Source: an optimization exercise on an open RTL-to-GDS flow (aim: small area, a short achievable clock period and few clock cycles per item). Production flows keep margins and buffers that such runs may drop. At most, simulation tests tie the RTL to the original design; equivalence was not proved.

== red ==
## adc_scan_scale_smooth
module adc_scan_scale_smooth (
   input  logic                clock,
   input  logic                reset,
   input  logic                req_valid,
   output logic                req_ready,
   input  logic [13:0]         req_sample,
   output logic                rsp_valid,
   input  logic                rsp_ready,
   output logic [1:0]          rsp_channel,
   output logic signed [31:0]  rsp_smoothed_value,
   output logic [7:0]          rsp_next_mux,
   input  logic                csr_we,
   input  logic [2:0]          csr_index,
   input  logic [31:0]         csr_wdata
);
Size: about 98 I/O pins, about 55000 um^2 of cells after synthesis.
export LEC_CHECK = 0
export CAP_MARGIN = 20
export CORE_MARGIN = 2
export CORE_UTILIZATION = 40
export CTS_BUF_LIST = sky130_fd_sc_hd__clkbuf_8
export CTS_CLUSTER_SIZE = 20
export SLEW_MARGIN = 20
create_clock -name core_clock -period 9.5 [get_ports {clock}]
standard.sh (not shown) runs the stock make flow with config.mk's settings and CLKGATE_MAP_FILE= SYNTH_SCRIPT=/design/flow/synth_recipe.tcl, a recipe that flattens the netlist after the stock synthesis.
==> flow/flow/run.sh <==
#!/bin/bash
# The standard layout, with three changes to how it is made:
#  - Yosys synth without its early "abc -fast" pass (-noabc), so that
#    extract_fa finds the carry-save adders without inverted polarities;
#  - port buffers of a plain buffer cell instead of the default delay cell;
#  - timing repair aimed 5.5 ns below the clock period.
# The clock period, SDC and everything else are the standard flow's. Each tool's output is
# in orfs/logs/ (ORFS) and in standard.log.
set -euo pipefail
bash standard.sh SYNTH_ARGS=-noabc SETUP_SLACK_MARGIN=5.5 \
  "BUFFER_PORTS_ARGS=-buffer_cell sky130_fd_sc_hd__buf_2" finish > standard.log 2>&1
[inputs] blue vs red
--- a/flow/design.v
+++ b/flow/design.v
@@ -269,35 +269,37 @@
    input  logic                req_valid,
    output logic                req_ready,
    input  adcsss_pkg::cfg_type cfg,
    input  logic [13:0]         req_sample,
    output logic                res_valid,
    output logic [1:0]          res_channel,
    output logic signed [31:0]  res_value
 );
    localparam int W1 = 45;    
    localparam int W2 = 48;    
+   localparam [32:0] T274 = 33'd0 - (33'd274 << 16);
    logic [1:0]         ptr_ff;
    logic               isk_v_ff;
    logic [1:0]         isk_ch_ff;
    logic [13:0]        isk_s_ff;
    logic               accept;
    logic               v0;
    logic [1:0]         ch0;
    logic [13:0]        s0;
    logic               v1_ff, v2_ff, v3_ff, v4_ff, v5_ff, v6_ff;
    logic [1:0]         ch1_ff, ch2_ff, ch3_ff, ch4_ff, ch5_ff, ch6_ff;
    logic [28:0]        xs_ff, xc_ff;
    logic signed [28:0] x_ff;
    logic [8:0]         g_one_ff, g_two_ff, g_neg_ff;
    logic [W1-1:0]      ps_ff, pc_ff;
    logic signed [31:0] val_ff;
+   logic               tadj_ff;      
    logic signed [32:0] diff_ff;
    logic [8:0]         a_one_ff, a_two_ff, a_neg_ff;
    logic [W2-1:0]      qs_ff, qc_ff;
    logic signed [31:0] avg0_ff, avg1_ff, avg2_ff;
    assign req_ready = !isk_v_ff;
    assign accept    = req_valid && !isk_v_ff;
    assign v0  = isk_v_ff || accept;
    assign ch0 = isk_v_ff ? isk_ch_ff : ptr_ff;
    assign s0  = isk_v_ff ? isk_s_ff : req_sample;
    logic signed [23:0] bias0;
@@ -345,30 +347,22 @@
       .sum   (ps_in),
       .carry (pc_in)
    );
    logic [W1-1:0]      p;
    logic [15:0]        kk;
    logic               tsat;
    logic signed [31:0] tval;
    logic signed [31:0] gval;
    logic signed [31:0] value;
    assign p    = ps_ff + pc_ff;
-   logic [12:0] lo12;
-   logic [15:0] ks, kc;
-   adcsss_csa_tree #(.N(3), .W(16)) u_tree_k (
-      .rows  ({16'd65262, pc_ff[27:12], ps_ff[27:12]}),
-      .sum   (ks),
-      .carry (kc)
-   );
-   assign lo12 = {1'b0, ps_ff[11:0]} + {1'b0, pc_ff[11:0]};
-   assign kk   = ks + kc + {15'd0, lo12[12]};
-   assign tsat = kk[15] && (kk <= 16'd65261);
+   assign kk   = p[27:12];
+   assign tsat = (kk >= 16'd33042);
    assign tval = tsat ? 32'sh7fff_ffff : {kk, 16'd55706};
    assign gval = (p[44:35] == {10{p[35]}}) ? p[35:4]
                : (p[44] ? 32'sh8000_0000 : 32'sh7fff_ffff);
    assign value = (ch3_ff == adcsss_pkg::CH_TEMP) ? tval : gval;
    logic signed [31:0] avg4;
    logic [16:0]        alpha;
    logic [8:0]         a_one, a_two, a_neg;
    always_comb begin
       unique case (ch4_ff)
          adcsss_pkg::CH_TEMP: avg4 = avg0_ff;
@@ -376,20 +370,28 @@
          default:             avg4 = avg2_ff;
       endcase
    end
    always_comb begin
       unique case (ch4_ff)
          adcsss_pkg::CH_TEMP: alpha = cfg.temp_alpha;
          adcsss_pkg::CH_VOLT: alpha = cfg.voltage_alpha;
          default:             alpha = cfg.current_alpha;
       endcase
    end
+   logic [32:0] d3s, d3c;
+   logic [32:0] diff_in;
+   adcsss_csa_tree #(.N(3), .W(33)) u_tree_d (
+      .rows  ({tadj_ff ? T274 : 33'd0, ~{avg4[31], avg4}, {val_ff[31] && !tadj_ff, val_ff}}),
+      .sum   (d3s),
+      .carry (d3c)
+   );
+   assign diff_in = d3s + d3c + 33'd1;
    adcsss_booth_enc #(.D(9)) u_aenc (
       .y   ({1'b0, alpha}),
       .one (a_one),
       .two (a_two),
       .neg (a_neg)
    );
    logic signed [31:0] avg5;
    logic [9*W2-1:0]    rows2;
    logic [10*W2-1:0]   rows2a;
    logic [W2-1:0]      qs_in, qc_in;
@@ -468,21 +470,22 @@
          ch6_ff   <= ch5_ff;
          xs_ff    <= xs_in;
          xc_ff    <= xc_in;
          x_ff     <= xs_ff + xc_ff + 29'd1;
          g_one_ff <= g_one;
          g_two_ff <= g_two;
          g_neg_ff <= g_neg;
          ps_ff    <= ps_in;
          pc_ff    <= pc_in;
          val_ff   <= value;
-         diff_ff  <= $signed({val_ff[31], val_ff}) - $signed({avg4[31], avg4});
+         tadj_ff  <= (ch3_ff == adcsss_pkg::CH_TEMP) && !tsat;
+         diff_ff  <= diff_in;
          a_one_ff <= a_one;
          a_two_ff <= a_two;
          a_neg_ff <= a_neg;
          qs_ff    <= qs_in;
          qc_ff    <= qc_in;
       end
    end
 endmodule
 `timescale 1ns / 1ps
 module adc_scan_scale_smooth (
Results
Comparing red and blue, tightest slew margin relative to the limit is lower on red.
Looking at die height, blue sits 0.33% lower than red does.
Compared with red, in blue worst setup slack before clock tree synthesis shows a reduction of 0.18 ns, critical-path maximum fanout now sits lower.
Higher routed wire length among red and blue: red
Testbench counts of blue, summed over its fixed seeds: cycles 4,856, samples 4,800.
The RTL of red was laid out without a check of its function.

-- separate check: timing with driven ports --
The flow's constraints put no driver on any port. The routed layouts listed below were extracted and timed again, unchanged, in two steps. Step 1 sets driving cells, clkbuf_16 on the clock port and buf_2 on the other inputs (assumed; they add their load-dependent delay and slew). Step 2 also shifts input and output timing later by t, the mid clock arrival at the registers, as if the neighbouring blocks saw the same clock. Three values: no drivers, after step 1, after step 2; two values: the first two.
run	shift t [ns]	setup slack, ns	worst setup path at the end	clock arrival spread, ns
red	0.915	5.004 / 5.004 / 4.942	input to register	0.057 / 0.057
blue	0.899	5.476 / 5.476 / 4.900	input to register	0.076 / 0.076
After both steps setup and hold are still met in every run listed. The setup slack of blue, which loses most, moves by 0.000 ns with the drivers and by -0.576 ns with both steps.
